From an optimization exercise on the open Yosys and OpenROAD flow, aimed at small area, a short achievable clock period and few clock cycles per item; shortcuts taken in it are not production practice. Function was checked by simulation only, so behaviour that the tests miss may differ from the original. Power figures rest on the tool's default switching activity, not on a simulated workload.

==> design/flow/design.v <==
`timescale 1ns/1ns
module step_control (
    input  logic i_clk,
    input  logic i_rstn,
    input  logic i_start,
    input  logic i_lose,
    output logic o_valid,
    output logic o_done
);
    always_ff @(posedge i_clk or negedge i_rstn) begin
        if (!i_rstn) begin
            o_valid <= 1'b0;
            o_done  <= 1'b0;
        end else begin
            o_valid <= i_start;
            o_done  <= o_done | (i_start & i_lose);  
        end
    end
endmodule
`timescale 1ns/1ns
module player_action #(
    parameter int N_BULLETS = 5
) (
    input  logic [2:0]            i_act,
    input  logic [31:0]           i_player,
    input  logic [N_BULLETS-1:0]  i_bullet_active,
    output logic [31:0]           o_player,
    output logic [N_BULLETS-1:0]  o_shot_sel,
    output logic [17:0]           o_shot
);
    localparam int unsigned SCREEN_WIDTH  = 210;
    localparam int unsigned SCREEN_HEIGHT = 160;
    localparam int unsigned PLAYER_SIZE   = 10;
    localparam logic [2:0] ACT_LEFT       = 3'b001;
    localparam logic [2:0] ACT_RIGHT      = 3'b010;
    localparam logic [2:0] ACT_UP         = 3'b100;
    localparam logic [2:0] ACT_DOWN       = 3'b011;
    localparam logic [2:0] ACT_FIRE_LEFT  = 3'b101;
    localparam logic [2:0] ACT_FIRE_RIGHT = 3'b110;
    logic [7:0]           px;
    logic [7:0]           py;
    logic [N_BULLETS-1:0] free_sel;
    logic                 fire;
    logic                 shot_dir;
    assign px = i_player[31:24];
    assign py = i_player[23:16];
    always_comb begin
        o_player = i_player;
        case (i_act)
            ACT_LEFT: begin
                if (px > 8'd0) o_player[31:24] = px - 8'd1;
            end
            ACT_RIGHT: begin
                if (px + PLAYER_SIZE < SCREEN_WIDTH) o_player[31:24] = px + 8'd1;
            end
            ACT_UP: begin
                if (py > 8'd0) o_player[23:16] = py - 8'd1;
            end
            ACT_DOWN: begin
                if (py + PLAYER_SIZE < SCREEN_HEIGHT) o_player[23:16] = py + 8'd1;
            end
            default: o_player = i_player;
        endcase
    end
    always_comb begin
        logic below_busy;
        below_busy = 1'b1;
        for (int b = 0; b < N_BULLETS; b++) begin
            free_sel[b] = below_busy & ~i_bullet_active[b];
            below_busy  = below_busy & i_bullet_active[b];
        end
    end
    assign fire       = (i_act == ACT_FIRE_LEFT) || (i_act == ACT_FIRE_RIGHT);
    assign o_shot_sel = fire ? free_sel : '0;
    assign shot_dir = (i_act == ACT_FIRE_LEFT);
    assign o_shot = {shot_dir ? px - 8'd2 : px + 8'd2, py, shot_dir, 1'b1};
endmodule
`timescale 1ns/1ns
module object_lane (
    input  logic [17:0] i_obj,
    input  logic        i_spawn_sel,
    input  logic [17:0] i_spawn,
    output logic [17:0] o_obj
);
    localparam int unsigned SCREEN_WIDTH = 210;
    logic [7:0] ox;
    assign ox = i_obj[17:10];
    always_comb begin
        o_obj = i_obj;
        if (i_spawn_sel) begin
            o_obj = i_spawn;     
        end else if (i_obj[0]) begin
            if (i_obj[1]) begin
                if (ox == 8'd0) o_obj[0] = 1'b0;
                else o_obj[17:10] = ox - 8'd1;
            end else begin
                if (ox >= SCREEN_WIDTH) o_obj[0] = 1'b0;
                else o_obj[17:10] = ox + 8'd1;
            end
        end
    end
endmodule
`timescale 1ns/1ns
module collision_score #(
    parameter int N_BULLETS = 5,
    parameter int N_ENEMIES = 5,
    parameter int N_DIVERS  = 5
) (
    input  logic                    i_clk,
    input  logic [31:0]             i_player,
    input  logic [18*N_BULLETS-1:0] i_bullets,
    input  logic [18*N_ENEMIES-1:0] i_enemies,
    input  logic [18*N_DIVERS-1:0]  i_divers,
    input  logic [31:0]             i_score,
    output logic [31:0]             o_player,
    output logic [18*N_BULLETS-1:0] o_bullets,
    output logic [18*N_ENEMIES-1:0] o_enemies,
    output logic [18*N_DIVERS-1:0]  o_divers,
    output logic [31:0]             o_score,
    output logic                    o_lose
);
    function automatic win(input logic [7:0] a, input logic [7:0] b,
                           input logic cin, input logic [3:0] lim);
        logic [4:0] lo;
        logic [7:0] p, t;
        lo  = {1'b0, a[3:0]} + {1'b0, ~b[3:0]} + {4'd0, cin};
        p   = ~(a ^ b);
        t   = a | ~b;
        win = lo[3:0] <= lim && lo[4] == p[4] && t[4] == p[5] && t[5] == p[6]
              && t[6] == p[7] && t[7];
    endfunction
    logic [7:0] px, py;
    assign px = i_player[31:24];
    assign py = i_player[23:16];
    logic [N_BULLETS*N_ENEMIES-1:0] match_d;
    logic [N_DIVERS-1:0]            pick_d;
    always_comb begin
        for (int e = 0; e < N_ENEMIES; e++)
            for (int b = 0; b < N_BULLETS; b++)
                match_d[N_BULLETS*e+b] = i_enemies[18*e] && i_bullets[18*b]
                    && win(i_bullets[18*b+10 +: 8], i_enemies[18*e+10 +: 8], 1'b0, 4'd8)
                    && win(i_bullets[18*b+2 +: 8], i_enemies[18*e+2 +: 8], 1'b0, 4'd8);
        for (int d = 0; d < N_DIVERS; d++)
            pick_d[d] = i_divers[18*d]
                && win(i_divers[18*d+10 +: 8], px, 1'b1, 4'd9)
                && win(i_divers[18*d+2 +: 8], py, 1'b1, 4'd9);
    end
    assign o_lose = py >= 8'd10 && i_player[15:6] <= 10'd1 && i_player[5:3] <= 3'd1;
    logic [31:0]                    player_q;
    logic [18*N_BULLETS-1:0]        bullets_q;
    logic [18*N_ENEMIES-1:0]        enemies_q;
    logic [18*N_DIVERS-1:0]         divers_q;
    logic [31:0]                    score_q;
    logic [N_BULLETS*N_ENEMIES-1:0] match_q;
    logic [N_DIVERS-1:0]            pick_q;
    always_ff @(posedge i_clk) begin
        player_q  <= i_player;
        bullets_q <= i_bullets;
        enemies_q <= i_enemies;
        divers_q  <= i_divers;
        score_q   <= i_score;
        match_q   <= match_d;
        pick_q    <= pick_d;
    end
    logic [N_BULLETS-1:0] avail [N_ENEMIES+1];
    logic [N_BULLETS-1:0] cand  [N_ENEMIES];
    logic [N_BULLETS-1:0] take  [N_ENEMIES];
    logic [N_ENEMIES-1:0] hit;
    always_comb begin
        avail[0] = '1;
        for (int e = 0; e < N_ENEMIES; e++) begin
            cand[e]      = match_q[N_BULLETS*e +: N_BULLETS] & avail[e];
            take[e]      = cand[e] & ~(cand[e] - 1'b1);
            hit[e]       = |cand[e];
            avail[e + 1] = avail[e] & ~take[e];
        end
    end
    logic [7:0] qy;
    logic [9:0] qoxy;
    logic [2:0] qlives, qdivc;
    assign qy     = player_q[23:16];
    assign qoxy   = player_q[15:6];
    assign qlives = player_q[5:3];
    assign qdivc  = player_q[2:0];
    logic [2:0] n_hit, n_pick;
    logic       surface, rescue, starve;
    logic [2:0] divc_picked;
    always_comb begin
        n_hit  = '0;
        n_pick = '0;
        for (int e = 0; e < N_ENEMIES; e++) n_hit  = n_hit + 3'(hit[e]);
        for (int d = 0; d < N_DIVERS; d++)  n_pick = n_pick + 3'(pick_q[d]);
        divc_picked = qdivc;
        if (qdivc < 3'd6) divc_picked = (4'(qdivc) + 4'(n_pick) >= 4'd6) ? 3'd6 : qdivc + n_pick;
    end
    assign surface = qy < 8'd10;
    assign rescue  = surface && qdivc == 3'd6;
    assign starve  = !surface && qoxy <= 10'd1;
    always_comb begin
        o_player = player_q;
        o_player[2:0] = rescue ? 3'd0 : divc_picked;
        if (surface || starve) o_player[15:6] = 10'd1000;
        else o_player[15:6] = qoxy - 10'd1;
        if (starve) o_player[5:3] = (qlives <= 3'd1) ? 3'd0 : qlives - 3'd1;
    end
    always_comb begin
        o_bullets = bullets_q;
        o_enemies = enemies_q;
        o_divers  = divers_q;
        for (int b = 0; b < N_BULLETS; b++) o_bullets[18*b] = bullets_q[18*b] & avail[N_ENEMIES][b];
        for (int e = 0; e < N_ENEMIES; e++) o_enemies[18*e] = enemies_q[18*e] & ~hit[e];
        for (int d = 0; d < N_DIVERS; d++)  o_divers[18*d]  = divers_q[18*d] & ~pick_q[d];
    end
    logic [2:0]         n_save;
    logic [9:0]         low_k [N_ENEMIES+1];
    logic [N_ENEMIES:0] k_hot;
    logic [9:0]         low;
    logic [31:9]        all_ones;
    assign n_save = n_pick + 3'(rescue);
    always_comb begin
        for (int k = 0; k <= N_ENEMIES; k++)
            low_k[k] = {1'b0, score_q[8:0]} + (10'(n_save) * 10'd50 + 10'(20 * k));
        k_hot = (N_ENEMIES+1)'(1);
        for (int e = 0; e < N_ENEMIES; e++)
            if (hit[e]) k_hot = k_hot << 1;
        low = '0;
        for (int k = 0; k <= N_ENEMIES; k++) low = low | (low_k[k] & {10{k_hot[k]}});
        all_ones[9] = 1'b1;
        for (int i = 10; i < 32; i++) all_ones[i] = all_ones[i-1] & score_q[i-1];
        o_score[8:0] = low[8:0];
        for (int i = 9; i < 32; i++) o_score[i] = score_q[i] ^ (low[9] & all_ones[i]);
    end
endmodule
`timescale 1ns/1ns
module game_step #(
    parameter int N_BULLETS = 5,
    parameter int N_ENEMIES = 5,
    parameter int N_DIVERS  = 5
) (
    input  logic                    i_clk,
    input  logic                    i_rstn,
    input  logic                    i_start,
    input  logic [2:0]              i_act,
    input  logic [31:0]             i_player,
    input  logic [18*N_BULLETS-1:0] i_bullets,
    input  logic [18*N_ENEMIES-1:0] i_enemies,
    input  logic [18*N_DIVERS-1:0]  i_divers,
    input  logic [31:0]             i_score,
    output logic [31:0]             o_player,
    output logic [18*N_BULLETS-1:0] o_bullets,
    output logic [18*N_ENEMIES-1:0] o_enemies,
    output logic [18*N_DIVERS-1:0]  o_divers,
    output logic [31:0]             o_score,
    output logic                    o_done,
    output logic                    o_valid
);
    logic                    lose;
    logic [31:0]             moved_player;
    logic [N_BULLETS-1:0]    bullet_active;
    logic [N_BULLETS-1:0]    shot_sel;
    logic [17:0]             shot;
    logic [18*N_BULLETS-1:0] moved_bullets;
    logic [18*N_ENEMIES-1:0] moved_enemies;
    logic [18*N_DIVERS-1:0]  moved_divers;
    step_control step_control_i (
        .i_clk   (i_clk),
        .i_rstn  (i_rstn),
        .i_start (i_start),
        .i_lose  (lose),
        .o_valid (o_valid),
        .o_done  (o_done)
    );
    player_action #(.N_BULLETS(N_BULLETS)) player_action_i (
        .i_act           (i_act),
        .i_player        (i_player),
        .i_bullet_active (bullet_active),
        .o_player        (moved_player),
        .o_shot_sel      (shot_sel),
        .o_shot          (shot)
    );
    for (genvar g = 0; g < N_BULLETS; g++) begin : g_bullet
        assign bullet_active[g] = i_bullets[18*g];
        object_lane lane_i (.i_obj(i_bullets[18*g +: 18]), .i_spawn_sel(shot_sel[g]),
            .i_spawn(shot), .o_obj(moved_bullets[18*g +: 18]));
    end
    for (genvar g = 0; g < N_ENEMIES; g++) begin : g_enemy
        object_lane lane_i (.i_obj(i_enemies[18*g +: 18]), .i_spawn_sel(1'b0),
            .i_spawn(18'd0), .o_obj(moved_enemies[18*g +: 18]));
    end
    for (genvar g = 0; g < N_DIVERS; g++) begin : g_diver
        object_lane lane_i (.i_obj(i_divers[18*g +: 18]), .i_spawn_sel(1'b0),
            .i_spawn(18'd0), .o_obj(moved_divers[18*g +: 18]));
    end
    collision_score #(
        .N_BULLETS (N_BULLETS),
        .N_ENEMIES (N_ENEMIES),
        .N_DIVERS  (N_DIVERS)
    ) collision_score_i (
        .i_clk     (i_clk),
        .i_player  (moved_player),
        .i_bullets (moved_bullets),
        .i_enemies (moved_enemies),
        .i_divers  (moved_divers),
        .i_score   (i_score),
        .o_player  (o_player),
        .o_bullets (o_bullets),
        .o_enemies (o_enemies),
        .o_divers  (o_divers),
        .o_score   (o_score),
        .o_lose    (lose)
    );
endmodule
==> design/flow/flow/run.sh <==
#!/bin/bash
# Layout flow: the standard ORFS flow (standard.sh, with the standard flow's synthesis
# script) with these changes:
#  - synthesis leaves adders to ABC (no half/full adder extraction), so ABC
#    can restructure the arithmetic; registers are untouched
#  - every port still gets its own buffer, a plain buf_2 instead of the
#    default delay-cell buffer
set -euo pipefail
MARGIN=$(cat flow/margin.txt 2>/dev/null || echo 0)
bash standard.sh ADDER_MAP_FILE= synth > flow_synth.log 2>&1
bash standard.sh ADDER_MAP_FILE= "BUFFER_PORTS_ARGS=-buffer_cell sky130_fd_sc_hd__buf_2" \
    SETUP_SLACK_MARGIN=$MARGIN finish > flow_finish.log 2>&1
test -f out/final.def
==> design/flow/flow/margin.txt <==
16.5
==> design/flow/standard.sh <==
#!/bin/bash
# synth_recipe.tcl (not shown) runs the flow's synth.tcl, then flattens the netlist and writes it again
# the make line also repeats each setting of config.mk as NAME=value (left out here)
make -C /OpenROAD-flow-scripts/flow DESIGN_CONFIG=/design/flow/config.mk WORK_HOME=/design/flow/orfs CLKGATE_MAP_FILE= SYNTH_SCRIPT=/design/flow/synth_recipe.tcl "${@:-finish}"
==> design/flow/config.mk <==
export PLATFORM = sky130hd
export DESIGN_NAME = game_step
export DESIGN_NICKNAME = game_step
export VERILOG_FILES = /design/flow/design.v
export SDC_FILE = /design/flow/constraint.sdc
export NUM_CORES = 4
export LEC_CHECK = 0
export CAP_MARGIN = 20
export CORE_MARGIN = 2
export CORE_UTILIZATION = 40
export SLEW_MARGIN = 20
==> design/flow/constraint.sdc <==
create_clock -name core_clock -period 25.0 [get_ports {i_clk}]
set_input_delay 5.0000 -clock core_clock [delete_from_list [all_inputs] [get_ports {i_clk}]]
set_output_delay 5.0000 -clock core_clock [all_outputs]
set_load 0.01 [all_outputs]
==> flow_summary_export.csv, run 1 <==
group,metric,value,unit
cts,insertion_delay,580,ps
timing,tightest_slew,1100,ps
worst_hold_path,worstHoldPathType,"reg -> reg",
logic_synthesis,synth_area_leaders,"dfxtp_1 22%, xnor2_1 8.3%, buf_4 6.3%, a21oi_1 5.6%, o21ai_0 5.6%",
power_and_ir_drop,power.density,52.7,mW/mm2
global_route,grt_pass1_vias,32000,
critical_path,critPathMaxFanout,6,
timing,setup_tns,0,ps
logic_synthesis,synth-edff-count,0,
die,start_util,0.403,
global_route,grt_remaining_overflow,0,
routing,wl,146000,um
outcome,outcome,"complete, no violations",
global_route,grt_use_total,0.322,
logic_synthesis,synth_common_cells,"465 x nand2_1, 420 x nor2_1, 371 x a21oi_1, 371 x o21ai_0, 364 x dfxtp_1",
logic_synthesis,synth_async_sr_flop_share,0.00546,
logic_synthesis,yosys.area.top_type,"dfxtp_1",
cts,max-clock-path-buffers,3,
timing,final-setup-viol-count,0,
placed_design,hpwlAfterDp,111000,um
cts,hold_buffers,0,
logic_synthesis,ys_ff_latch,366,
routing,drt_drc_violations_left,0,
timing,hold_viol,0,
die,dieArea,0.0846,mm2
critical_path,cp-end-kind,"output pin",
critical_path,critPathKind,"reg -> out",
routing,wl_per_cell,23.8,um
routing,vias,36600,
critical_path,arrival,4550,ps
timing,rsz0062_at_grt,"true",
critical_path,start_kind,"flip-flop",
timing,slew_headroom,0.260,
timing,finalCritPeriodShare,0.382,
logic_synthesis,synthFlopType,"dfxtp_1",
logic_synthesis,synth.distinct_cells,111,
critical_path,r2r_setup_slack,24380,ps
logic_synthesis,synth-warning-count,8,
die,core,0.0817,mm2
global_route,antenna_found_initial,40,
placed_design,place.gp.congestion,1.02,
logic_synthesis,ys_seq_area_frac,0.223,
timing,slew_viol_final,0,
global_route,grt_pass1_wl,210000,um
routing,firstDrtPassIters,6,
timing,fin_crit,9550,ps
die,die_h,291,um
finish,stdcell_count,6134,
worst_hold_path,holdPathEnd,"step_control_i.o_done$_DFF_PN0_",
cts,clk_pin_slew_worst_paths,60,ps
die,rows,105,
critical_path,worstReg2RegEnd,"step_control_i.o_done$_DFF_PN0_",
routing,drtAntennaViolNets,0,
worst_hold_path,hold_start,"step_control_i.o_done$_DFF_PN0_",
cts,numCtsBuffers,46,
logic_synthesis,synth_cells,4650,
die,die_x,291,um
power_and_ir_drop,leakage,15.8,nW
die,ios,676,
cts,cts_tree,"built",
placed_design,dp.cells,5932,
logic_synthesis,yosys.cell_count.top_type,"nand2_1",
global_route,grt_max_degree,34,
critical_path,cp.required,20000,ps
placed_design,io_buffers,675,
timing,max_freq,0.105,GHz
cts,cts.sinks,366,
finish,fin_nets,5343,
critical_path,r2r_cells,1,
logic_synthesis,syn-cell-area,0.0329,mm2
cts,htree_levels,2,
worst_hold_path,holdPathStages,1,
finish,syn2layout_area_growth,17.7,%
cts,root_buffer,"clkbuf_16",
finish,final_layout_size_suffix_gt1_frac,0.239,
routing,drtIter0Drc,4167,
power_and_ir_drop,power,2.04,mW
logic_synthesis,synth.avg_cell_area,7.08,um2
timing,skew,0,ps
run,cap_violations,0,
power_and_ir_drop,vdd_drop_max,0.0000519,V
routing,drt-vias-per-instance,5.97,
logic_synthesis,synth_top_cell_area_share,0.221,
finish,fillerInstances,8299,
critical_path,reg2reg_from,"step_control_i.o_done$_DFF_PN0_",
[per-stage QoR]
stage | cell area [um2] | hold slack (ps) | worst slack, ps | utilization
CTS | 37900 | 464 | 15490 | 0.464
floorplan | 33100 | 504 | 16410 | -
finish | 38800 | 462 | 15450 | 0.474
global route | 38700 | 495 | 15290 | 0.474
global placement | 35300 | 446 | 15100 | 0.432
detailed placement | 35300 | 450 | 15210 | 0.432
[cells in the final DEF (no fill, tap or decap), drive strengths merged, types with 67 or more instances in the layout]
cell and count:
dfxtp 364, inv 182, nand3 148, a21oi 372
nand2 465, nor3 146, o21ai 388, a31oi 93
nor2 425, buf 846, mux2i 70, xor2 104
maj3 67, xnor2 317
[power by group]
part	internal, mW	switching [mW]	total, mW
clock	0.430	0.296	0.725
sequential	0.620	0.0177	0.638
combinational	0.241	0.439	0.680
[flip-flops by register name, indices dropped and copies added (netlist names)]
signal and flops:
collision_score_i.bullets_q 90, collision_score_i.divers_q 90, collision_score_i.enemies_q 90, collision_score_i.match_q 25, collision_score_i.pick_q 5, collision_score_i.player_q 32, collision_score_i.score_q 32, step_control_i.o_done 1
step_control_i.o_valid 1
[worst max-delay path by stage]
stage | cells past startpoint | to | from
2_1_floorplan | 15 | o_score[21] | collision_score_i.pick_q[3]$_DFF_P_
3_3_place_gp | 14 | collision_score_i.match_q[5]$_DFF_P_ | i_act[0]
3_5_place_dp | 14 | collision_score_i.match_q[5]$_DFF_P_ | i_act[0]
4_1_cts | 15 | o_score[18] | collision_score_i.pick_q[0]$_DFF_P_
5_1_grt | 16 | o_score[23] | collision_score_i.pick_q[0]$_DFF_P_
6_report | 15 | o_score[23] | collision_score_i.pick_q[0]$_DFF_P_
[cell type report]
class	count	area (um2)	area share
Clock inverter	26	340	0.00878
Clock buffer	57	1280	0.0331
Inverter	212	807	0.0208
Sequential cell	366	7360	0.190
Timing Repair Buffer	846	4740	0.122
Multi-Input combinational cell	3531	22800	0.589
Tap cell	1070	1340	0.0345
Antenna cell	26	65.1	0.00168
[cell families after synthesis]
| group | count (synthesis) | share of synthesized area |
|---|---|---|
| xor+xnor | 422 | 0.115 |
| simple gates | 1581 | 0.231 |
| fa+ha+maj | 67 | 0.0207 |
| compound gates | 1377 | 0.266 |
| flops | 366 | 0.223 |
| mux | 80 | 0.0252 |
| buf+inv | 757 | 0.120 |
[metal layers]
layer  up-vias  global-route usage  routed length (um)
met5         -                   0                 147
met4        26               0.117                5250
met3       329              0.0706               14500
met2      2017               0.502               64600
met1     17200               0.435               61600
li1      17100                   -                   -
[critical path, cell delays in order (launching register included)]
cell      delay (ps)
dfxtp_4          380
xnor3_2          570
xor2_4           310
maj3_2           340
o21a_4           170
o31ai_4           90
o21ai_1          170
o21ai_2          100
maj3_2           360
o211ai_1         250
a22oi_2           90
buf_6            150
o311a_4          370
nor4b_4          240
xor2_1           180
buf_2            150
[timing repair]
action,4_1_cts,5_1_grt
pin swaps,59,41
gates cloned,4,0
endpoints found under the setup margin,47,55
setup buffers,53,36
resized for setup,105,87
Testbench counts, summed over its fixed seeds: cycles 48,000, steps 24,000.
==> run 2, diff against run 1 <==
==> design/flow/flow/margin.txt (replaced) <==
18
==> run 2 against run 1 <==
Global-route usage rose by 3.2 points. Worst setup slack got worse by 110 ps. Count of clock-buffer cells in the layout fell by 4. Hold slack barely moved. Non-clock buffer count rose by 429. Clock power rose by 4.0%. Sequential power barely moved. Register-to-register slack barely moved. Flip-flop and latch count did not move. Cell area rose by 23%. Power rose by 12%. Combinational power rose by 33%. Critical endpoint is now o_score[18].
==> flow_summary_export.csv, run 2 <==
group,metric,value,unit
critical_path,cp-startpoint,"collision_score_i.pick_q[1]$_DFF_P_",
cts,insertion_delay,610,ps
finish,biggestRegsByFlops,"collision_score_i.bullets_q x90, collision_score_i.divers_q x90, collision_score_i.enemies_q x90",
logic_synthesis,syn-cell-area,0.0329,mm2
power_and_ir_drop,vdd_drop_max,0.0000578,V
critical_path,critPathKind,"reg -> out",
critical_path,reg2reg_from,"step_control_i.o_done$_DFF_PN0_",
timing,final-setup-viol-count,0,
logic_synthesis,synth_top_cell_area_share,0.221,
die,ios,676,
logic_synthesis,yosys.cell_count.top_type,"nand2_1",
critical_path,worstReg2RegEnd,"step_control_i.o_done$_DFF_PN0_",
logic_synthesis,synth_async_sr_flop_share,0.00546,
critical_path,cp.required,20000,ps
worst_hold_path,worstHoldPathType,"reg -> reg",
logic_synthesis,synth_area_leaders,"dfxtp_1 22%, xnor2_1 8.3%, buf_4 6.3%, a21oi_1 5.6%, o21ai_0 5.6%",
logic_synthesis,synth-warning-count,8,
timing,rsz0062_at_grt,"true",
logic_synthesis,ys_ff_latch,366,
run,cap_violations,0,
critical_path,endpoint,"o_score[18]",
finish,fillerInstances,7440,
cts,cts.sinks,366,
die,rows,105,
die,dieArea,0.0846,mm2
critical_path,critPathMaxFanout,5,
critical_path,start_kind,"flip-flop",
die,die_h,291,um
timing,max_freq,0.103,GHz
cts,cts_tree,"built",
placed_design,dp.cells,5907,
cts,max-clock-path-buffers,3,
cts,clk_pin_slew_worst_paths,60,ps
finish,layout_commonest_cell,"buf_2",
placed_design,place.gp.congestion,1.00,
routing,drtIter0Drc,4145,
logic_synthesis,synth_cells,4650,
timing,setup_tns,0,ps
logic_synthesis,ys_seq_area_frac,0.223,
power_and_ir_drop,leakage,19.4,nW
routing,drt_drc_violations_left,0,
timing,hold_viol,0,
timing,finalCritPeriodShare,0.387,
global_route,grt_remaining_overflow,0,
global_route,antenna_found_initial,32,
finish,fin_nets,5773,
cts,numCtsBuffers,46,
routing,firstDrtPassIters,9,
timing,tightest_slew,943,ps
critical_path,max_stage_delay,490,ps
logic_synthesis,yosys.area.top_type,"dfxtp_1",
routing,vias,39600,
timing,slew_headroom,0.371,
critical_path,worstPathCellList,"xnor3_2 > xnor2_4 > buf_12 > a21oi_1 > a311o_1 > o31ai_4 > a21oi_2 > o21ai_2 > maj3_2 > o211ai_1 > a22oi_2 > o311a_4 > buf_12 > nor4b_4 > xor2_1 > buf_2",
cts,hold_buffers,0,
timing,fin_crit,9660,ps
logic_synthesis,synth.avg_cell_area,7.08,um2
timing,skew,0,ps
die,core,0.0817,mm2
critical_path,r2r_cells,1,
routing,drtAntennaViolNets,0,
critical_path,cp_top_family,"compound AO/OA/AOI/OAI gates",
critical_path,crit_cells,16,
placed_design,placed_area,0.0363,mm2
finish,stdcell_area,0.0475,mm2
critical_path,cpMostUsedCell,"buf_12",
finish,layout_common_cells,"625 x buf_2, 456 x buf_4, 415 x nand2_1",
logic_synthesis,synth_common_cells,"465 x nand2_1, 420 x nor2_1, 371 x a21oi_1, 371 x o21ai_0, 364 x dfxtp_1",
logic_synthesis,synth-edff-count,0,
logic_synthesis,synth.distinct_cells,111,
global_route,grt_use_total,0.354,
global_route,grt_pass1_vias,35700,
global_route,grt_pass1_wl,229000,um
routing,wl,161000,um
routing,wl_per_cell,24.5,um
placed_design,io_buffers,675,
cts,htree_levels,2,
critical_path,crit_slowest_cell,"xnor3_2",
die,die_x,291,um
power_and_ir_drop,power,2.30,mW
outcome,outcome,"complete, no violations",
timing,slew_viol_final,0,
routing,drt-vias-per-instance,6.04,
finish,utilization,0.582,
placed_design,hpwlAfterDp,113000,um
finish,syn2layout_area_growth,44.4,%
critical_path,arrival,4660,ps
die,start_util,0.403,
worst_hold_path,hold_start,"step_control_i.o_done$_DFF_PN0_",
finish,final_layout_size_suffix_gt1_frac,0.415,
critical_path,r2r_setup_slack,24380,ps
power_and_ir_drop,power.density,48.3,mW/mm2
finish,stdcell_count,6564,
global_route,grt_max_degree,27,
critical_path,cp-end-kind,"output pin",
cts,root_buffer,"clkbuf_16",
critical_path,cp_num_buf_inv,3,
logic_synthesis,synthFlopType,"dfxtp_1",
==> run 2: report_power, final <==
part | switching [mW] | internal, mW | total (mW)
combinational | 0.536 | 0.368 | 0.904
clock | 0.306 | 0.448 | 0.754
sequential | 0.0179 | 0.620 | 0.638
total | 0.860 | 1.44 | 2.30
==> run 2: repair_timing <==
| action | in CTS | in global routing |
|---|---|---|
| setup buffers | 381 | 155 |
| gates resized for setup | 772 | 382 |
| pin swaps | 283 | 247 |
| cloned | 11 | 1 |
| endpoints found under the setup margin | 104 | 87 |
| endpoints found under the hold margin | 0 | 0 |
==> run 2: kinds of logic (layout without fill, tap and decap cells) <==
family,Yosys count,after routing,share of synthesized area
flops,366,366,0.223
simple gates,1581,1581,0.231
xor+xnor,422,422,0.115
other cells,0,23,0
mux,80,82,0.0252
compound gates,1377,1379,0.266
fa+ha+maj,67,67,0.0207
buf+inv,757,1574,0.120
==> run 2: worst min-delay path by stage <==
stage	endpoint	slack (ps)	cells past startpoint
final	step_control_i.o_done$_DFF_PN0_	460	1
after global routing	step_control_i.o_done$_DFF_PN0_	500	1
after CTS	step_control_i.o_done$_DFF_PN0_	470	1
after detailed placement	step_control_i.o_done$_DFF_PN0_	450	1
after global placement	step_control_i.o_done$_DFF_PN0_	450	1
after floorplan	step_control_i.o_done$_DFF_PN0_	500	1
==> run 2: layout make-up <==
class / count / area [um2] / area share
multi-input combinational: 3531 / 26700 / 0.561
timing repair buffer: 1275 / 9330 / 0.196
sequential: 366 / 7380 / 0.155
tap: 1070 / 1340 / 0.0282
clock buffer: 53 / 1250 / 0.0263
inverter: 212 / 1040 / 0.0220
clock inverter: 33 / 450 / 0.00948
antenna: 23 / 57.6 / 0.00121
timing repair inverter: 1 / 5.00 / 0.000105
==> run 2: per-stage QoR <==
step	hold slack, ps	setup slack (ps)
after floorplan	504	16410
after global placement	446	15260
after detailed placement	450	15170
after CTS	466	15390
after global routing	503	15190
final	461	15340
==> run 2: metal layers <==
metal	share of wire	track usage
met5	0.00067	0
met3	0.11	0.0906
met1	0.38	0.434
met4	0.069	0.209
met2	0.44	0.558
==> run 3, diff against run 2 <==
==> design/flow/flow/margin.txt (replaced) <==
13.5
==> run 3 against run 2 <==
Final cell count is 7.9% lower. Flip-flop and latch count stayed put. Power is 13% lower. Fmax is 7.6% lower. Critical path type unchanged.
==> flow_summary_export.csv, run 3 <==
group,metric,value,unit
outcome,outcome,"complete, no violations",
cts,htree_levels,2,
finish,syn2layout_area_growth,12.0,%
placed_design,place.gp.congestion,0.989,
timing,setup_tns,0,ps
die,dieArea,0.0846,mm2
timing,rsz0062_at_grt,"false",
timing,slew_headroom,0.191,
logic_synthesis,synth_area_leaders,"dfxtp_1 22%, xnor2_1 8.3%, buf_4 6.3%, a21oi_1 5.6%, o21ai_0 5.6%",
cts,max-clock-path-buffers,3,
logic_synthesis,synth_async_sr_flop_share,0.00546,
finish,fin_nets,5254,
critical_path,r2r_setup_slack,24390,ps
power_and_ir_drop,leakage,15.0,nW
critical_path,cp-end-kind,"output pin",
placed_design,preCtsSetupSlack,15220,ps
power_and_ir_drop,p_comb_frac,0.330,
cts,ctsResizeCount,0,
timing,fin_crit,10470,ps
critical_path,critPathKind,"reg -> out",
global_route,grt_max_degree,34,
finish,layout_common_cells,"675 x buf_2, 465 x nand2_1, 420 x nor2_1",
die,die_x,291,um
logic_synthesis,yosys.area.top_type,"dfxtp_1",
run,cap_violations,0,
power_and_ir_drop,internal_power,1.26,mW
timing,fin_ws,14530,ps
global_route,grt_pass1_wl,208000,um
critical_path,worstReg2RegEnd,"step_control_i.o_done$_DFF_PN0_",
routing,wl_per_cell,23.5,um
logic_synthesis,synth-warning-count,8,
logic_synthesis,ys_seq_area_frac,0.223,
logic_synthesis,synth.distinct_cells,111,
die,ios,676,
critical_path,reg2reg_from,"step_control_i.o_done$_DFF_PN0_",
logic_synthesis,synth_top_cell_area_share,0.221,
cts,clk_pin_slew_worst_paths,60,ps
timing,finalCritPeriodShare,0.419,
finish,biggestRegsByFlops,"collision_score_i.bullets_q x90, collision_score_i.divers_q x90, collision_score_i.enemies_q x90",
power_and_ir_drop,power.density,54.3,mW/mm2
die,core,0.0817,mm2
timing,hold_viol,0,
critical_path,arrival,5470,ps
placed_design,hpwlAfterDp,111000,um
critical_path,endpoint,"o_score[23]",
routing,drt-vias-per-instance,5.96,
logic_synthesis,ys_ff_latch,366,
routing,vias,36000,
cts,root_buffer,"clkbuf_16",
timing,max_freq,0.0956,GHz
critical_path,cp-startpoint,"collision_score_i.match_q[0]$_DFF_P_",
timing,skew,0,ps
die,die_h,291,um
timing,slew_viol_final,0,
cts,cts.sinks,366,
worst_hold_path,worstHoldPathType,"reg -> reg",
critical_path,r2r_cells,1,
global_route,antenna_found_initial,51,
routing,wl,142000,um
logic_synthesis,synthFlopType,"dfxtp_1",
routing,drtAntennaViolNets,0,
die,start_util,0.403,
routing,drt_drc_violations_left,0,
power_and_ir_drop,power_frac_clock,0.351,
die,rows,105,
global_route,grt_pass1_vias,32000,
critical_path,critPathMaxFanout,23,
cts,cts_setup_buffers,0,
finish,final_layout_size_suffix_gt1_frac,0.198,
finish,fillerInstances,8452,
logic_synthesis,synth.avg_cell_area,7.08,um2
cts,insertion_delay,620,ps
timing,final-setup-viol-count,0,
critical_path,cp.required,20000,ps
power_and_ir_drop,vdd_drop_max,0.0000465,V
logic_synthesis,synth_cells,4650,
cts,numCtsBuffers,46,
cts,hold_buffers,0,
logic_synthesis,synth_common_cells,"465 x nand2_1, 420 x nor2_1, 371 x a21oi_1, 371 x o21ai_0, 364 x dfxtp_1",
power_and_ir_drop,p_sw,0.747,mW
global_route,grt_remaining_overflow,0,
logic_synthesis,yosys.cell_count.top_type,"nand2_1",
logic_synthesis,syn-cell-area,0.0329,mm2
critical_path,start_kind,"flip-flop",
finish,layout_commonest_cell,"buf_2",
cts,cts_tree,"built",
placed_design,io_buffers,675,
power_and_ir_drop,swShare,0.373,
routing,drtIter0Drc,3842,
logic_synthesis,synth-edff-count,0,
timing,tightest_slew,1210,ps
routing,firstDrtPassIters,6,
global_route,grt_use_total,0.319,
power_and_ir_drop,power_frac_seq,0.318,
## run 3: cell count changes in the layout (fill, tap and decap cells not counted), moves of 43 or more
cell	before	now
o21ai_0	275	367
a21oi_2	61	3
nand2_1	415	465
xnor2_1	252	310
o21ai_1	68	20
buf_4	456	85
nor3_1	96	141
buf_2	625	675
buf_6	119	0
a21oi_1	291	369
xnor2_2	48	5
buf_12	45	0
nor2_1	360	420
## run 3: stage by stage
| step | hold slack [ps] | area (um2) | util | total power [mW] | std cells |
|---|---|---|---|---|---|
| finish | 460 | 36900 | 0.451 | 2.00 | 6043 |
| global route | 473 | 36800 | 0.451 | 2.09 | 6030 |
| CTS | 466 | 36800 | 0.450 | 2.00 | 6020 |
| detailed placement | 451 | 35200 | 0.431 | 1.29 | 5935 |
| global placement | 447 | 35200 | 0.431 | 1.29 | 5935 |
| floorplan | 504 | 32900 | - | 1.09 | 4650 |
## run 3: how the worst min path moves through the flow
stage	from	to	slack, ps	cells after the start
floorplan	step_control_i.o_done$_DFF_PN0_	step_control_i.o_done$_DFF_PN0_	500	1
global placement	step_control_i.o_done$_DFF_PN0_	step_control_i.o_done$_DFF_PN0_	450	1
detailed placement	step_control_i.o_done$_DFF_PN0_	step_control_i.o_done$_DFF_PN0_	450	1
CTS	step_control_i.o_done$_DFF_PN0_	step_control_i.o_done$_DFF_PN0_	470	1
global route	step_control_i.o_done$_DFF_PN0_	step_control_i.o_done$_DFF_PN0_	470	1
finish	step_control_i.o_done$_DFF_PN0_	step_control_i.o_done$_DFF_PN0_	460	1
## run 3: kinds of logic after synthesis
logic type / after synthesis / share of synthesized area
mux: 80 / 0.0252
simple gates: 1581 / 0.231
buf+inv: 757 / 0.120
xor+xnor: 422 / 0.115
compound gates: 1377 / 0.266
flops: 366 / 0.223
fa+ha+maj: 67 / 0.0207
## run 3: area by class of cell
| cell class | instances | area, um2 | area share |
|---|---|---|---|
| sequential | 366 | 7340 | 0.199 |
| inverter | 212 | 796 | 0.0216 |
| tap | 1070 | 1340 | 0.0363 |
| antenna | 22 | 55.1 | 0.00149 |
| clock buffer | 59 | 1300 | 0.0353 |
| timing repair buffer | 761 | 4020 | 0.109 |
| multi-input combinational | 3527 | 21700 | 0.589 |
| clock inverter | 26 | 285 | 0.00774 |
## run 3: routing by layer
layer  wire length [um]  up-vias  share of wire  global-route usage
met2              61900     1954           0.44               0.494
met5                225        -         0.0016                   0
met1              59300    16800           0.42               0.427
met3              15300      347           0.11              0.0795
met4               5360       36          0.038               0.114
li1                   -    16900              -                   -
## run 3: power by group through the flow
stage	combinational (mW)	sequential, mW	clock, mW
floorplan	0.450	0.642	0
detailed placement	0.640	0.650	0
finish	0.661	0.637	0.704
CTS	0.643	0.638	0.714
global route	0.711	0.641	0.740
global placement	0.637	0.650	0
## run 3: worst max-delay path, stage by stage, from the launching register on
cell,delay (ps)
dfxtp_1,620
nor2_1,120
a32oi_1,330
a311oi_1,180
o311a_1,330
a221o_1,350
a31oi_2,780
mux2i_1,330
nand3_1,130
nand3_1,320
a22oi_1,180
o311a_4,480
nor4b_2,350
xor2_1,170
buf_2,150
==> run 4, diff against run 3 <==
==> design/flow/flow/margin.txt (replaced) <==
15
==> run 4 against run 3 <==
First-iteration DRC count rose by 6.9%. Critical path depth grew 1. Power decreased by 0.11%. Non-clock buffer count rose by 13. Core utilization is 0.42 points higher. Via count increased by 0.35%. Routed wire length up 0.55%. Clock power barely moved. Highest routed layer unchanged.
==> flow_summary_export.csv, run 4 <==
group,metric,value,unit
outcome,outcome,"complete, no violations",
finish,syn2layout_area_growth,13.0,%
power_and_ir_drop,vdd_drop_max,0.0000457,V
logic_synthesis,synth_async_sr_flop_share,0.00546,
power_and_ir_drop,p_sw,0.745,mW
timing,max_freq,0.102,GHz
cts,cts_tree,"built",
logic_synthesis,synth.distinct_cells,111,
logic_synthesis,synth_cells,4650,
placed_design,place.gp.congestion,0.989,
worst_hold_path,worstHoldPathType,"reg -> reg",
routing,vias,36100,
die,start_util,0.403,
timing,hold_viol,0,
power_and_ir_drop,leakage,15.2,nW
placed_design,hpwlAfterDp,111000,um
critical_path,worstReg2RegEnd,"step_control_i.o_done$_DFF_PN0_",
logic_synthesis,synth_top_cell_area_share,0.221,
cts,htree_levels,2,
power_and_ir_drop,power_frac_clock,0.350,
placed_design,placed_area,0.0352,mm2
timing,slew_viol_final,0,
finish,layout_common_cells,"675 x buf_2, 465 x nand2_1, 420 x nor2_1",
timing,fin_crit,9800,ps
critical_path,worstPathCellList,"xnor3_2 > xnor2_4 > buf_4 > a21oi_1 > a311o_1 > o31ai_4 > o21ai_0 > o21ai_2 > maj3_2 > o211ai_1 > a22oi_2 > o311a_4 > nor4b_2 > xor2_1 > buf_2",
logic_synthesis,synth.avg_cell_area,7.08,um2
logic_synthesis,yosys.area.top_type,"dfxtp_1",
routing,drt-vias-per-instance,5.96,
run,cap_violations,0,
worst_hold_path,hold_start,"step_control_i.o_done$_DFF_PN0_",
finish,layout_commonest_cell,"buf_2",
logic_synthesis,synth_common_cells,"465 x nand2_1, 420 x nor2_1, 371 x a21oi_1, 371 x o21ai_0, 364 x dfxtp_1",
logic_synthesis,synth-edff-count,0,
cts,numCtsBuffers,46,
routing,firstDrtPassIters,6,
timing,final-setup-viol-count,0,
timing,tightest_slew,1190,ps
critical_path,critPathMaxFanout,8,
global_route,grt_pass1_wl,208000,um
power_and_ir_drop,internal_power,1.26,mW
timing,slew_headroom,0.204,
routing,drtAntennaViolNets,0,
critical_path,r2r_setup_slack,24390,ps
cts,clk_pin_slew_worst_paths,70,ps
placed_design,io_buffers,675,
global_route,grt_remaining_overflow,0,
routing,wl,143000,um
routing,drt_drc_violations_left,0,
finish,final_layout_size_suffix_gt1_frac,0.205,
logic_synthesis,synth-warning-count,8,
power_and_ir_drop,swShare,0.372,
critical_path,start_kind,"flip-flop",
logic_synthesis,yosys.cell_count.top_type,"nand2_1",
die,ios,676,
critical_path,cp_top_family,"compound AO/OA/AOI/OAI gates",
critical_path,arrival,4800,ps
die,rows,105,
critical_path,cp-end-kind,"output pin",
timing,hold_ws,459,ps
critical_path,crit_slowest_cell,"xnor3_2",
global_route,grt_max_degree,34,
die,dieArea,0.0846,mm2
power_and_ir_drop,power.density,53.8,mW/mm2
logic_synthesis,synth_area_leaders,"dfxtp_1 22%, xnor2_1 8.3%, buf_4 6.3%, a21oi_1 5.6%, o21ai_0 5.6%",
cts,hold_buffers,0,
critical_path,critPathKind,"reg -> out",
die,core,0.0817,mm2
critical_path,cp.required,20000,ps
global_route,grt_use_total,0.319,
critical_path,reg2reg_from,"step_control_i.o_done$_DFF_PN0_",
finish,stdcell_area,0.0372,mm2
timing,skew,0,ps
worst_hold_path,holdPathEnd,"step_control_i.o_done$_DFF_PN0_",
routing,wl_per_cell,23.6,um
critical_path,cp_num_buf_inv,2,
finish,biggestRegsByFlops,"collision_score_i.bullets_q x90, collision_score_i.divers_q x90, collision_score_i.enemies_q x90",
finish,fin_nets,5270,
die,die_x,291,um
cts,root_buffer,"clkbuf_16",
worst_hold_path,holdPathStages,1,
cts,max-clock-path-buffers,3,
logic_synthesis,synthFlopType,"dfxtp_1",
timing,setup_tns,0,ps
logic_synthesis,ys_ff_latch,366,
global_route,grt_pass1_vias,32000,
global_route,antenna_found_initial,49,
cts,cts.sinks,366,
routing,drtIter0Drc,4106,
logic_synthesis,syn-cell-area,0.0329,mm2
power_and_ir_drop,p_comb_frac,0.331,
power_and_ir_drop,power,2.00,mW
timing,rsz0062_at_grt,"false",
power_and_ir_drop,power_frac_seq,0.319,
cts,insertion_delay,610,ps
logic_synthesis,ys_seq_area_frac,0.223,
timing,finalCritPeriodShare,0.392,
critical_path,r2r_cells,1,
critical_path,max_stage_delay,570,ps
die,die_h,291,um
run 4: cell types whose count changed in the layout (fill, tap and decap cells not counted), moves of 3 or more:
cell / before / now
buf_4: 85 / 97
dfxtp_1: 364 / 358
dfxtp_2: 0 / 4
diode_2: 22 / 25
nor3_1: 141 / 138
xnor2_1: 310 / 307
xnor2_2: 5 / 8
run 4: power groups by stage:
| stage | sequential [mW] | combinational (mW) | clock, mW |
|---|---|---|---|
| after global routing | 0.641 | 0.712 | 0.740 |
| after global placement | 0.650 | 0.637 | 0 |
| after floorplan | 0.642 | 0.450 | 0 |
| after CTS | 0.638 | 0.644 | 0.714 |
| after detailed placement | 0.650 | 0.640 | 0 |
| final | 0.638 | 0.662 | 0.701 |
run 4: how the worst max path moves through the flow:
stage / cells after the start / start / end / slack [ps]
2_1_floorplan: 15 / collision_score_i.match_q[6]$_DFF_P_ / o_score[30] / 16340
3_3_place_gp: 13 / i_act[0] / collision_score_i.match_q[5]$_DFF_P_ / 15120
3_5_place_dp: 14 / i_act[0] / collision_score_i.match_q[5]$_DFF_P_ / 15220
4_1_cts: 14 / collision_score_i.pick_q[1]$_DFF_P_ / o_score[23] / 15020
5_1_grt: 14 / collision_score_i.pick_q[4]$_DFF_P_ / o_score[23] / 14960
6_report: 15 / collision_score_i.pick_q[2]$_DFF_P_ / o_score[23] / 15200
run 4: cells by family (layout without fill, tap and decap cells):
logic type,after synthesis,after routing,synth area share
other,0,25,0
buffers and inverters,757,1071,0.120
multiplexers,80,80,0.0252
AND/OR/NAND/NOR,1581,1581,0.231
AO/OA/AOI/OAI,1377,1379,0.266
XOR/XNOR,422,423,0.115
adder cells (fa/ha/maj),67,67,0.0207
flip-flops,366,366,0.223
run 4: area by class of cell:
class / count / area (um2)
Clock buffer: 59 / 1300
Antenna cell: 25 / 62.6
Sequential cell: 366 / 7350
Tap cell: 1070 / 1340
Fill cell: 8415 / 44500
Timing Repair Buffer: 774 / 4130
Clock inverter: 26 / 285
Inverter: 212 / 796
Multi-Input combinational cell: 3530 / 21900
run 4: metrics by stage:
stage / setup WS [ps] / cells / util
5_1_grt: 14960 / 6046 / 0.455
6_report: 15200 / 6062 / 0.455
4_1_cts: 15020 / 6024 / 0.451
3_5_place_dp: 15220 / 5935 / 0.431
2_1_floorplan: 16340 / 4650 / -
3_3_place_gp: 15120 / 5935 / 0.431
run 4: repair_timing:
action	4_1_cts	5_1_grt
gates cloned	0	3
pin swaps	1	10
endpoints found under the hold margin	0	0
buffers inserted	4	9
endpoints found under the setup margin	23	23
gates resized for setup	5	31
run 4: layer usage:
| metal | track usage | up-vias | share of wire |
|---|---|---|---|
| met4 | 0.113 | 28 | 0.038 |
| li1 | - | 16900 | - |
| met1 | 0.429 | 16900 | 0.41 |
| met5 | 0 | - | 0.0014 |
| met3 | 0.0764 | 335 | 0.11 |
| met2 | 0.496 | 2021 | 0.44 |
==> run 5, diff against run 4 <==
--- a/design/flow/flow/run.sh
+++ b/design/flow/flow/run.sh
@@ -7,2 +7,4 @@
 #    default delay-cell buffer
+#  - the buffers ABC put in are taken out before placement; OpenROAD
+#    buffers the placed design instead
 set -euo pipefail
@@ -11,3 +13,3 @@
 bash standard.sh ADDER_MAP_FILE= "BUFFER_PORTS_ARGS=-buffer_cell sky130_fd_sc_hd__buf_2" \
-    SETUP_SLACK_MARGIN=$MARGIN finish > flow_finish.log 2>&1
+    SETUP_SLACK_MARGIN=$MARGIN REMOVE_ABC_BUFFERS=1 finish > flow_finish.log 2>&1
 test -f out/final.def
==> run 5 against run 4 <==
Highest routed layer unchanged. First-iteration DRC count shrank 9.2%. Fmax increased by 0.12%. Clock power rose by 5.1%. Still clean. Cell area up 0.30%.
==> flow_summary_export.csv, run 5 <==
group,metric,value,unit
logic_synthesis,synth_async_sr_flop_share,0.00546,
power_and_ir_drop,power.density,54.5,mW/mm2
timing,finalCritPeriodShare,0.392,
die,die_x,291,um
logic_synthesis,yosys.cell_count.top_type,"nand2_1",
routing,firstDrtPassIters,6,
timing,setup_tns,0,ps
routing,drtIter0Drc,3727,
power_and_ir_drop,vdd_drop_max,0.0000467,V
timing,skew,0,ps
cts,max-clock-path-buffers,3,
logic_synthesis,muxShareOfSynthArea,0.0252,
cts,numCtsBuffers,44,
global_route,grt-busiest-layer,"met2",
finish,fillerInstances,8410,
finish,final_layout_size_suffix_gt1_frac,0.206,
critical_path,critPathKind,"reg -> out",
logic_synthesis,synth_simple_gate_area_frac,0.231,
logic_synthesis,syn-cell-area,0.0329,mm2
global_route,grt_max_degree,34,
die,dieArea,0.0846,mm2
critical_path,start_kind,"flip-flop",
die,start_util,0.403,
worst_hold_path,hold_start,"step_control_i.o_done$_DFF_PN0_",
timing,hold_ws,492,ps
cts,htree_levels,2,
logic_synthesis,synth.distinct_cells,111,
logic_synthesis,synth_top_family_by_area,"compound AO/OA/AOI/OAI gates",
cts,cts.sinks,366,
timing,slew_headroom,0.199,
logic_synthesis,synthXorXnorAreaFrac,0.115,
finish,fin_nets,5274,
global_route,grt_use_total,0.313,
critical_path,worstReg2RegEnd,"step_control_i.o_done$_DFF_PN0_",
global_route,grt_util_met3,0.0828,
worst_hold_path,holdPathEnd,"step_control_i.o_done$_DFF_PN0_",
logic_synthesis,ys_ff_latch,366,
logic_synthesis,synth-warning-count,8,
global_route,grt_pass1_vias,31300,
critical_path,r2r_cells,1,
timing,fin_crit,9790,ps
critical_path,cp.required,20000,ps
die,rows,105,
finish,biggestRegsByFlops,"collision_score_i.bullets_q x90, collision_score_i.divers_q x90, collision_score_i.enemies_q x90",
placed_design,io_buffers,675,
routing,drtAntennaViolNets,0,
logic_synthesis,synth-edff-count,0,
critical_path,r2r_setup_slack,24360,ps
placed_design,place.gp.congestion,0.987,
outcome,outcome,"complete, no violations",
finish,layout_common_cells,"675 x buf_2, 465 x nand2_1, 420 x nor2_1",
logic_synthesis,synth_cells,4650,
die,ios,676,
finish,syn2layout_area_growth,13.4,%
global_route,grt_remaining_overflow,0,
logic_synthesis,synth_top_cell_area_share,0.221,
timing,tightest_slew,1200,ps
logic_synthesis,synth_compound_area_frac,0.266,
timing,fin_ws,15210,ps
timing,hold_viol,0,
routing,drt-vias-per-instance,5.90,
run,cap_violations,0,
logic_synthesis,synth_fa_ha_area_frac,0.0207,
critical_path,critPathMaxFanout,12,
critical_path,arrival,4790,ps
placed_design,preCtsSetupSlack,14900,ps
routing,wl,141000,um
logic_synthesis,synthFlopType,"dfxtp_1",
worst_hold_path,worstHoldPathType,"reg -> reg",
power_and_ir_drop,leakage,15.3,nW
routing,wl_per_cell,23.3,um
global_route,met2_usage,0.477,
die,die_h,291,um
timing,max_freq,0.102,GHz
timing,slew_viol_final,0,
logic_synthesis,ys_seq_area_frac,0.223,
logic_synthesis,synth_common_cells,"465 x nand2_1, 420 x nor2_1, 371 x a21oi_1, 371 x o21ai_0, 364 x dfxtp_1",
placed_design,placed_area,0.0352,mm2
cts,root_buffer,"clkbuf_16",
placed_design,hpwlAfterDp,109000,um
cts,clk_pin_slew_worst_paths,60,ps
routing,drt_drc_violations_left,0,
critical_path,cp-end-kind,"output pin",
cts,cts_tree,"built",
global_route,grt_pass1_wl,204000,um
logic_synthesis,synth_area_leaders,"dfxtp_1 22%, xnor2_1 8.3%, buf_4 6.3%, a21oi_1 5.6%, o21ai_0 5.6%",
global_route,gr-usage-met1,0.423,
worst_hold_path,holdPathStages,1,
logic_synthesis,yosys.area.top_type,"dfxtp_1",
timing,rsz0062_at_grt,"false",
finish,layout_commonest_cell,"buf_2",
finish,stdcell_area,0.0373,mm2
logic_synthesis,synth.avg_cell_area,7.08,um2
die,core,0.0817,mm2
routing,vias,35700,
cts,hold_buffers,0,
cts,insertion_delay,600,ps
global_route,antenna_found_initial,33,
critical_path,reg2reg_from,"step_control_i.o_done$_DFF_PN0_",
power_and_ir_drop,power,2.03,mW
timing,final-setup-viol-count,0,
## run 5: cell counts after synthesis
No cell type changed its count.
## run 5: cell families after synthesis
| kind of cell | after synthesis |
|---|---|
| buffers and inverters | 757 |
| xor gates and xnor gates | 422 |
| adders and majority gates | 67 |
| and+or+nand+nor | 1581 |
| muxes | 80 |
| DFF | 366 |
| AOI/OAI and AO/OA | 1377 |
## run 5: through the flow
step                std cells   util
detailed placement       5937  0.431
finish                   6053  0.457
CTS                      6029  0.453
global route             6041  0.456
floorplan                4105      -
global placement         5937  0.431
## run 5: worst max-delay path by stage
stage / startpoint / endpoint / slack (ps) / cells past startpoint
floorplan: i_player[17] / collision_score_i.pick_q[4]$_DFF_P_ / 15820 / 13
global placement: i_act[0] / collision_score_i.match_q[11]$_DFF_P_ / 15060 / 14
detailed placement: i_act[0] / collision_score_i.match_q[11]$_DFF_P_ / 14900 / 14
CTS: collision_score_i.match_q[0]$_DFF_P_ / o_score[18] / 15040 / 12
global route: collision_score_i.match_q[0]$_DFF_P_ / o_score[18] / 15020 / 15
finish: collision_score_i.pick_q[2]$_DFF_P_ / o_score[24] / 15210 / 16
## run 5: what timing repair did
| action | 4_1_cts | 5_1_grt |
|---|---|---|
| setup buffers | 10 | 6 |
| gates resized for setup | 7 | 33 |
| pin swaps | 2 | 6 |
| endpoints found under the setup margin | 23 | 23 |
| gates cloned | 1 | 1 |
## run 5: report_power, final
part | switching [mW] | total [mW] | leakage, nW | internal (mW)
Sequential | 0.0160 | 0.636 | 3.09 | 0.620
Combinational | 0.429 | 0.661 | 11.4 | 0.232
Clock | 0.296 | 0.737 | 0.795 | 0.440
Total | 0.741 | 2.03 | 15.3 | 1.29
## run 5: per-layer routing
| layer | vias to the layer above | wire length, um |
|---|---|---|
| met3 | 321 | 15100 |
| met4 | 32 | 5560 |
| li1 | 16900 | - |
| met1 | 16700 | 59400 |
| met2 | 1802 | 60800 |
| met5 | - | 196 |
## run 5: critical path, stage by stage (launching register included)
cell and delay [ps]:
dfxtp_4 400, xnor3_2 570, xnor2_4 250, buf_4 180, buf_4 130, nand4_1 130, o21ai_0 130, or2_2 330
maj3_1 350, a21oi_1 280, a21o_1 170, o2111ai_1 130, nor3_2 320, o311a_4 390, nand2b_1 150, xnor2_1 120
buf_2 150
## run 5: final cells by class
type | instances | area [um2] | share of cell area
multi-input combinational | 3529 | 22000 | 0.588
sequential | 366 | 7350 | 0.197
timing repair buffer | 781 | 4190 | 0.112
tap | 1070 | 1340 | 0.0359
clock buffer | 53 | 1230 | 0.0329
inverter | 212 | 796 | 0.0213
clock inverter | 28 | 428 | 0.0115
antenna | 14 | 35.0 | 0.000939
==> run 6, diff against run 5 <==
==> design/flow/flow/run.sh (replaced) <==
#!/bin/bash
# Layout flow: the standard ORFS flow (standard.sh, with the standard flow's synthesis
# script) with these changes:
#  - synthesis leaves adders to ABC (no half/full adder extraction), so ABC
#    can restructure the arithmetic; registers are untouched
#  - every port still gets its own buffer, a plain buf_1 instead of the
#    default delay-cell buffer
set -euo pipefail
MARGIN=$(cat flow/margin.txt 2>/dev/null || echo 0)
bash standard.sh ADDER_MAP_FILE= synth > flow_synth.log 2>&1
bash standard.sh ADDER_MAP_FILE= "BUFFER_PORTS_ARGS=-buffer_cell sky130_fd_sc_hd__buf_1" \
    SETUP_SLACK_MARGIN=$MARGIN finish > flow_finish.log 2>&1
test -f out/final.def
--- a/design/flow/config.mk
+++ b/design/flow/config.mk
@@ -10,2 +10,3 @@
 export CORE_UTILIZATION = 40
+export CTS_BUF_LIST = sky130_fd_sc_hd__clkbuf_4
 export SLEW_MARGIN = 20
==> run 6 against run 5 <==
Hold slack worse by 11 ps. Flip-flop and latch count unchanged. Global-route usage up 0.95 points. Final cell count up 3.0%. Fmax down 1.7%. Routed wire length up 2.2%. Clock power down 23%. Combinational power down 1%. Critical path type unchanged. Critical endpoint is now o_score[31]. Largest cell class unchanged.
==> flow_summary_export.csv, run 6 <==
group,metric,value,unit
timing,slew_headroom,0.202,
placed_design,place.gp.congestion,1.01,
cts,cts_tree,"built",
cts,cts.sinks,366,
finish,biggestRegsByFlops,"collision_score_i.bullets_q x90, collision_score_i.divers_q x90, collision_score_i.enemies_q x90",
timing,finalCritPeriodShare,0.398,
die,start_util,0.403,
critical_path,cp-end-kind,"output pin",
critical_path,cp.required,20000,ps
timing,fin_ws,15040,ps
logic_synthesis,synth_cells,4650,
critical_path,crit_slowest_cell,"xnor3_2",
placed_design,placed_area,0.0345,mm2
logic_synthesis,synthFlopType,"dfxtp_1",
finish,syn2layout_area_growth,12.8,%
placed_design,hpwlAfterDp,111000,um
logic_synthesis,synth_top_cell_area_share,0.221,
global_route,grt-busiest-layer,"met2",
global_route,grt_max_degree,34,
timing,fin_crit,9960,ps
timing,tightest_slew,1190,ps
run,cap_violations,0,
routing,drt_drc_violations_left,0,
cts,numCtsBuffers,103,
timing,hold_viol,0,
critical_path,worstPathCellList,"xnor3_2 > xnor2_4 > buf_6 > buf_6 > nand4_1 > nand3_2 > nand4b_1 > a21o_1 > a21oi_2 > o21ai_1 > o211ai_1 > a22oi_2 > buf_6 > o311a_4 > nor4b_4 > xor2_1 > buf_2",
global_route,met2_usage,0.492,
global_route,antenna_found_initial,26,
finish,fin_nets,5406,
placed_design,io_buffers,675,
timing,slew_viol_final,0,
logic_synthesis,syn-cell-area,0.0329,mm2
routing,wl,144000,um
logic_synthesis,synth_common_cells,"465 x nand2_1, 420 x nor2_1, 371 x a21oi_1, 371 x o21ai_0, 364 x dfxtp_1",
logic_synthesis,synth_async_sr_flop_share,0.00546,
logic_synthesis,synth_area_leaders,"dfxtp_1 22%, xnor2_1 8.3%, buf_4 6.3%, a21oi_1 5.6%, o21ai_0 5.6%",
finish,stdcell_area,0.0371,mm2
finish,final_layout_size_suffix_gt1_frac,0.111,
logic_synthesis,synth-warning-count,8,
power_and_ir_drop,vdd_drop_max,0.0000405,V
logic_synthesis,synth-edff-count,0,
global_route,grt_pass1_vias,33000,
routing,drtAntennaViolNets,0,
timing,rsz0062_at_grt,"true",
global_route,grt_util_met3,0.0781,
power_and_ir_drop,leakage,13.9,nW
routing,firstDrtPassIters,7,
timing,final-setup-viol-count,0,
timing,hold_ws,481,ps
logic_synthesis,yosys.area.top_type,"dfxtp_1",
routing,wl_per_cell,23.1,um
logic_synthesis,synth.avg_cell_area,7.08,um2
routing,vias,37000,
cts,max-clock-path-buffers,3,
cts,htree_levels,3,
global_route,grt_use_total,0.323,
global_route,grt_remaining_overflow,0,
logic_synthesis,yosys.cell_count.top_type,"nand2_1",
power_and_ir_drop,power.density,50.1,mW/mm2
routing,drtIter0Drc,4169,
worst_hold_path,worstHoldPathType,"reg -> reg",
placed_design,preCtsSetupSlack,14910,ps
critical_path,cpMostUsedCell,"buf_6",
timing,skew,0,ps
cts,insertion_delay,940,ps
critical_path,start_kind,"flip-flop",
timing,max_freq,0.100,GHz
finish,layout_common_cells,"656 x buf_1, 461 x nand2_1, 416 x nor2_1",
critical_path,max_stage_delay,530,ps
die,rows,105,
power_and_ir_drop,power,1.86,mW
logic_synthesis,synth.distinct_cells,111,
timing,setup_tns,0,ps
die,die_h,291,um
routing,drt-vias-per-instance,5.93,
logic_synthesis,ys_ff_latch,366,
cts,clk_pin_slew_worst_paths,70,ps
global_route,grt_pass1_wl,210000,um
logic_synthesis,ys_seq_area_frac,0.223,
critical_path,arrival,4960,ps
die,ios,676,
die,die_x,291,um
critical_path,critPathKind,"reg -> out",
die,core,0.0817,mm2
finish,layout_commonest_cell,"buf_1",
global_route,gr-usage-met1,0.431,
cts,hold_buffers,0,
die,dieArea,0.0846,mm2
cts,root_buffer,"clkbuf_4",
critical_path,critPathMaxFanout,8,
outcome,outcome,"complete, no violations",
-- run 6: cell types whose count changed in the layout (fill, tap and decap cells not counted), moves of 8 or more --
cell,delta
buf_2,-660
clkbuf_16,-45
buf_1,+656
a21oi_2,+9
buf_4,+67
clkbuf_4,+136
clkinv_2,+8
a21oi_1,-11
clkinv_1,+28
-- run 6: timing repair --
item / 4_1_cts / 5_1_grt
pin swaps: 25 / 51
endpoints found under the setup margin: 28 / 24
setup buffers: 39 / 30
gates cloned: 3 / 0
gates resized for setup: 76 / 78
-- run 6: cell families (layout without fill, tap and decap cells) --
logic type      after synthesis  in the layout  synth area share
compound gates             1377           1380             0.266
xor+xnor                    422            422             0.115
fa+ha+maj                    67             67            0.0207
buf+inv                     757           1249             0.120
flops                       366            366             0.223
mux                          80             80            0.0252
other cells                   0             21                 0
simple gates               1581           1581             0.231
-- run 6: worst paths after layout --
kind | startpoint | to | slack (ps) | cells past startpoint
min in group asynchronous | i_rstn | step_control_i.o_done$_DFF_PN0_ | 3850 | 1
min | step_control_i.o_done$_DFF_PN0_ | step_control_i.o_done$_DFF_PN0_ | 480 | 1
max in group asynchronous | i_rstn | step_control_i.o_valid$_DFF_PN0_ | 21010 | 1
max reg2reg | step_control_i.o_done$_DFF_PN0_ | step_control_i.o_done$_DFF_PN0_ | 24370 | 1
min reg2reg | step_control_i.o_done$_DFF_PN0_ | step_control_i.o_done$_DFF_PN0_ | 480 | 1
max | collision_score_i.pick_q[0]$_DFF_P_ | o_score[31] | 15040 | 17
-- run 6: where the power goes --
| group | switching [mW] | total (mW) | internal (mW) | leakage [nW] |
|---|---|---|---|---|
| Combinational | 0.432 | 0.652 | 0.220 | 10.0 |
| Clock | 0.291 | 0.571 | 0.279 | 0.761 |
| Sequential | 0.0183 | 0.638 | 0.620 | 3.09 |
| Total | 0.741 | 1.86 | 1.12 | 13.9 |
-- run 6: final cells by class --
class | instances | area, um2
antenna | 21 | 52.6
clock buffer | 138 | 1040
clock inverter | 46 | 267
fill | 8567 | 44600
inverter | 212 | 796
multi-input combinational | 3530 | 22300
sequential | 366 | 7360
tap | 1070 | 1340
timing repair buffer | 853 | 3940
-- run 6: through the flow --
step | std cells | utilization
2_1_floorplan | 4650 | -
3_3_place_gp | 5958 | 0.422
3_5_place_dp | 5959 | 0.422
4_1_cts | 6185 | 0.447
5_1_grt | 6230 | 0.454
6_report | 6236 | 0.454
-- run 6: critical path, delay by kind of cell (launching register included) --
family          cells  cell delay (ps)
flops               1              380
xor+xnor            3             1080
compound gates      6             1140
simple gates        4              790
buf+inv             4              600
-- run 6: per-layer routing --
metal	part of all wire	vias up	wire, um
li1	-	17200	-
met1	0.42	17200	60400
met2	0.43	2059	62200
met3	0.10	408	14900
met4	0.045	20	6510
met5	0.00087	-	126

-- afterwards: timing with drivers on the ports --
No port has a modelled driver above. Below, the same layouts with a new extraction and two added sets of constraints. Step 1 (the two cells are an assumption about what drives the block):
set clk [get_ports {i_clk}]
set_driving_cell -lib_cell sky130_fd_sc_hd__clkbuf_16 $clk
set_driving_cell -lib_cell sky130_fd_sc_hd__buf_2 [delete_from_list [all_inputs] $clk]
Step 2 moves the port delays by t, midway between the first and last clock arrival at a register: inputs arrive t later, outputs are due t later. That takes back most of the time a late clock gives input paths. Three values: ideal, step 1, step 2; two values: the first two.
run | t, ns | setup WS [ns] | worst setup path at the end | pins driven straight from the clock port
run 1 | 0.663 | 15.450 / 15.380 / 15.902 | input to register | 1
run 2 | 0.675 | 15.335 / 15.261 / 15.937 | register to output | 1
run 3 | 0.679 | 14.535 / 14.464 / 14.976 | input to register | 1
run 4 | 0.674 | 15.196 / 15.125 / 15.045 | input to register | 1
run 5 | 0.677 | 15.207 / 15.133 / 14.971 | input to register | 1
run 6 | 1.038 | 15.040 / 14.967 / 14.784 | input to register | 1
After both steps setup and hold are still met in every run listed. For run 6, which loses most, drivers alone change the setup slack by -0.073 ns; drivers and shift together by -0.256 ns.
